What follows belongs to an exercise in optimizing a design on an open flow for small area, a short achievable clock period and few clock cycles per item; a production flow would make more cautious choices. RTL that was checked went through simulation tests only; none was proved equivalent to the original. Power and IR drop assume default switching activity.

## rev 12
==> flow/design.v (excerpt) <==
module systolic_array_os #(
  parameter  int N      = 4,
  parameter  int DATA_W = 8,
  parameter  int ACC_W  = 24,
  parameter  int MAX_K  = 64,
  localparam int KW     = $clog2(MAX_K + 1),
  localparam int IW     = (N > 1) ? $clog2(N) : 1
) (
  input  logic                clk,
  input  logic                reset_n,
  input  logic                start,
  input  logic [KW-1:0]       k_len,
  input  logic                in_valid,
  output logic                in_ready,
  input  logic [N*DATA_W-1:0] a_vec,
  input  logic [N*DATA_W-1:0] b_vec,
  output logic                out_valid,
  input  logic                out_ready,
  output logic [IW-1:0]       out_idx,
  output logic [N*ACC_W-1:0]  out_row,
  output logic                busy,
  output logic                done
);
  localparam int SW  = 22;
  localparam int B   = 15;
  localparam int NCQ = 2;
  localparam logic [B-1:0]  MASK0 = B'('b111111111111111);
  localparam logic [B-1:0]  MASK1 = B'('b111111111011111);
  localparam logic [SW-1:0] BOOTH_C = 22'h3fab00;
  logic          busy_q, ir_q, wait_q, ld_q, ov_q, clr_q, done_q;
  logic [KW-1:0] kr_q;
  logic [IW-1:0] row_q;
  logic [N-1:0]  sel_q [N];
  logic          start_acc, accept, take, last_beat, last_row, load;
  assign start_acc = start && !busy_q;
  assign accept    = in_valid && ir_q;
  assign take      = ov_q && out_ready;
  assign last_beat = kr_q == KW'(1);
  assign last_row  = row_q == IW'(N - 1);
  assign load      = ld_q || (take && !last_row);
  assign busy      = busy_q;
  assign in_ready  = ir_q;
  assign out_valid = ov_q;
  assign out_idx   = row_q;
  assign done      = done_q;
  always_ff @(posedge clk or negedge reset_n) begin
    if (!reset_n) begin
      busy_q <= 1'b0;
      ir_q   <= 1'b0;
      wait_q <= 1'b0;
      ld_q   <= 1'b0;
      ov_q   <= 1'b0;
      clr_q  <= 1'b0;
      done_q <= 1'b0;
      kr_q   <= '0;
      row_q  <= '0;
      for (int j = 0; j < N; j++) sel_q[j] <= '0;
    end else begin
  ...
Size: ~5500 cells after synthesis, roughly 810 flip-flops, ~180 I/O pins.
export LEC_CHECK = 0
export CAP_MARGIN = 20
export CORE_MARGIN = 2
export CORE_UTILIZATION = 40
export SLEW_MARGIN = 20
export SYNTH_HIERARCHICAL = 1
create_clock -name core_clock -period 9.0 [get_ports {clk}]
standard.sh (not shown) runs the stock make flow with config.mk's settings and CLKGATE_MAP_FILE= SYNTH_SCRIPT=/design/flow/synth_recipe.tcl, a recipe that flattens the netlist after the stock synthesis.
==> flow/flow/run.sh <==
#!/bin/bash
# The standard layout (standard.sh: the standard synthesis, floorplan, placement,
# CTS, routing) with three settings changed: the timing repair steps aim at a 6 ns
# setup margin (a 3 ns period) instead of the design's 9 ns period, they repair only
# the worst path (TNS_END_PERCENT=0), and the port buffers are buf_4 cells.
# Make's full output goes to standard.log; each ORFS step also keeps its own log under
# orfs/logs/.
set -euo pipefail
bash standard.sh SETUP_SLACK_MARGIN=6.0 TNS_END_PERCENT=0 \
  "BUFFER_PORTS_ARGS=-buffer_cell sky130_fd_sc_hd__buf_4" finish > standard.log 2>&1
## Diff of input files: rev 13 against rev 12
--- a/flow/design.v
+++ b/flow/design.v
@@ -230,29 +230,25 @@
     sa_xor u_x12 (.a(p[12]), .b(g34), .y(res[j][12]));
     sa_xor u_x13 (.a(p[13]), .b(g35), .y(res[j][13]));
     sa_xor u_x14 (.a(p[14]), .b(g36), .y(res[j][14]));
     sa_xor u_x15 (.a(p[15]), .b(g37), .y(res[j][15]));
     sa_xor u_x16 (.a(p[16]), .b(g38), .y(res[j][16]));
     sa_xor u_x17 (.a(p[17]), .b(g39), .y(res[j][17]));
     sa_xor u_x18 (.a(p[18]), .b(g40), .y(res[j][18]));
     sa_xor u_x19 (.a(p[19]), .b(g41), .y(res[j][19]));
     sa_xor u_x20 (.a(p[20]), .b(g42), .y(res[j][20]));
     sa_xor u_x21 (.a(p[21]), .b(g43), .y(res[j][21]));
   end
-  logic [N-1:0] load_c;
-  for (genvar j = 0; j < N; j++) begin : g_load
-    sa_load u_ld (.ld(ld_q), .ov(ov_q), .rdy(out_ready), .nlast(!last_row), .y(load_c[j]));
-  end
   always_ff @(posedge clk) begin
     for (int j = 0; j < N; j++)
-      if (load_c[j]) out_q[j] <= res[j];
+      if (load) out_q[j] <= res[j];
   end
   always_comb begin
     for (int j = 0; j < N; j++) out_row[j*ACC_W +: ACC_W] = {{(ACC_W-SW){out_q[j][SW-1]}}, out_q[j]};
   end
   wire m00_w0 = (b1_q[0][0] & a_q[0][0]) ^ bn_q[0][0];
   wire m00_w1 = ((b1_q[0][0] & a_q[0][1]) | (b2_q[0][0] & a_q[0][0])) ^ bn_q[0][0];
   wire m00_w2 = ((b1_q[0][0] & a_q[0][2]) | (b2_q[0][0] & a_q[0][1])) ^ bn_q[0][0];
   wire m00_w3 = ((b1_q[0][0] & a_q[0][3]) | (b2_q[0][0] & a_q[0][2])) ^ bn_q[0][0];
   wire m00_w4 = ((b1_q[0][0] & a_q[0][4]) | (b2_q[0][0] & a_q[0][3])) ^ bn_q[0][0];
   wire m00_w5 = ((b1_q[0][0] & a_q[0][5]) | (b2_q[0][0] & a_q[0][4])) ^ bn_q[0][0];
   wire m00_w6 = ((b1_q[0][0] & a_q[0][6]) | (b2_q[0][0] & a_q[0][5])) ^ bn_q[0][0];
@@ -2845,17 +2841,11 @@
 module sa_fa (input logic a, b, c, output logic s, co);
   assign s  = a ^ b ^ c;
   assign co = (a & b) | (a & c) | (b & c);
 endmodule
 module sa_ha (input logic a, b, output logic s, co);
   assign s  = a ^ b;
   assign co = a & b;
 endmodule
 module sa_xor (input logic a, b, output logic y);
   assign y = a ^ b;
 endmodule
-module sa_mux (input logic a, b, s, output logic y);
-  assign y = s ? b : a;
-endmodule
-module sa_load (input logic ld, ov, rdy, nlast, output logic y);
-  assign y = ld || (ov && rdy && nlast);
-endmodule
Notes after the runs:
Across both runs, via count of the first global-routing pass was higher for rev 13 than for rev 12.
Of rev 13 and rev 12, it is rev 13 that has the higher synthesis-to-layout area growth.
Rev 12 → rev 13: hold slack shows a reduction of 12 ps, power consumption barely changed, largest fanout of any net on the critical path essentially unchanged, final RePlAce weighted congestion moved down.
Per the final summary, rev 13 finished and its layout is clean on timing, DRC and antenna.
Power density relative to cell area essentially unchanged between rev 13 and rev 12.
Between rev 13 and rev 12, the cell area does not differ in any meaningful way.
Testbench counts of rev 13, summed over its fixed seeds: cycles 15,559, jobs 384.
For rev 12, only the layout was checked, not whether the RTL still works.

port drivers added, routing unchanged:
How much do the figures lean on ideal ports? The routed layouts below were timed once more, with nothing changed but the port constraints.
Step 1 sets driving cells, clkbuf_16 on the clock port and buf_2 on the other inputs (assumed; they add their load-dependent delay and slew).
Step 2 adds t to the input delays and takes it off the output delays; t is the mean of the earliest and latest rising clock arrival at the registers after step 1. Input paths then give back, and output paths get back, about the clock's delay inside the block.
Three values: no drivers, after step 1, after step 2; two values: the first two.
run	t (ns)	slack for setup (ns)	worst setup path after step 2	worst register clock-pin slew, ns	worst data-port slew with drivers (ns)
rev 12	0.791	5.835 / 5.755 / 5.560	input to register	0.07 / 0.07	0.15
rev 13	0.789	5.818 / 5.742 / 5.276	input to register	0.07 / 0.07	0.10
After both steps setup and hold are still met in every run listed. For rev 13, which loses most, drivers alone change the setup slack by -0.076 ns; drivers and shift together by -0.542 ns.
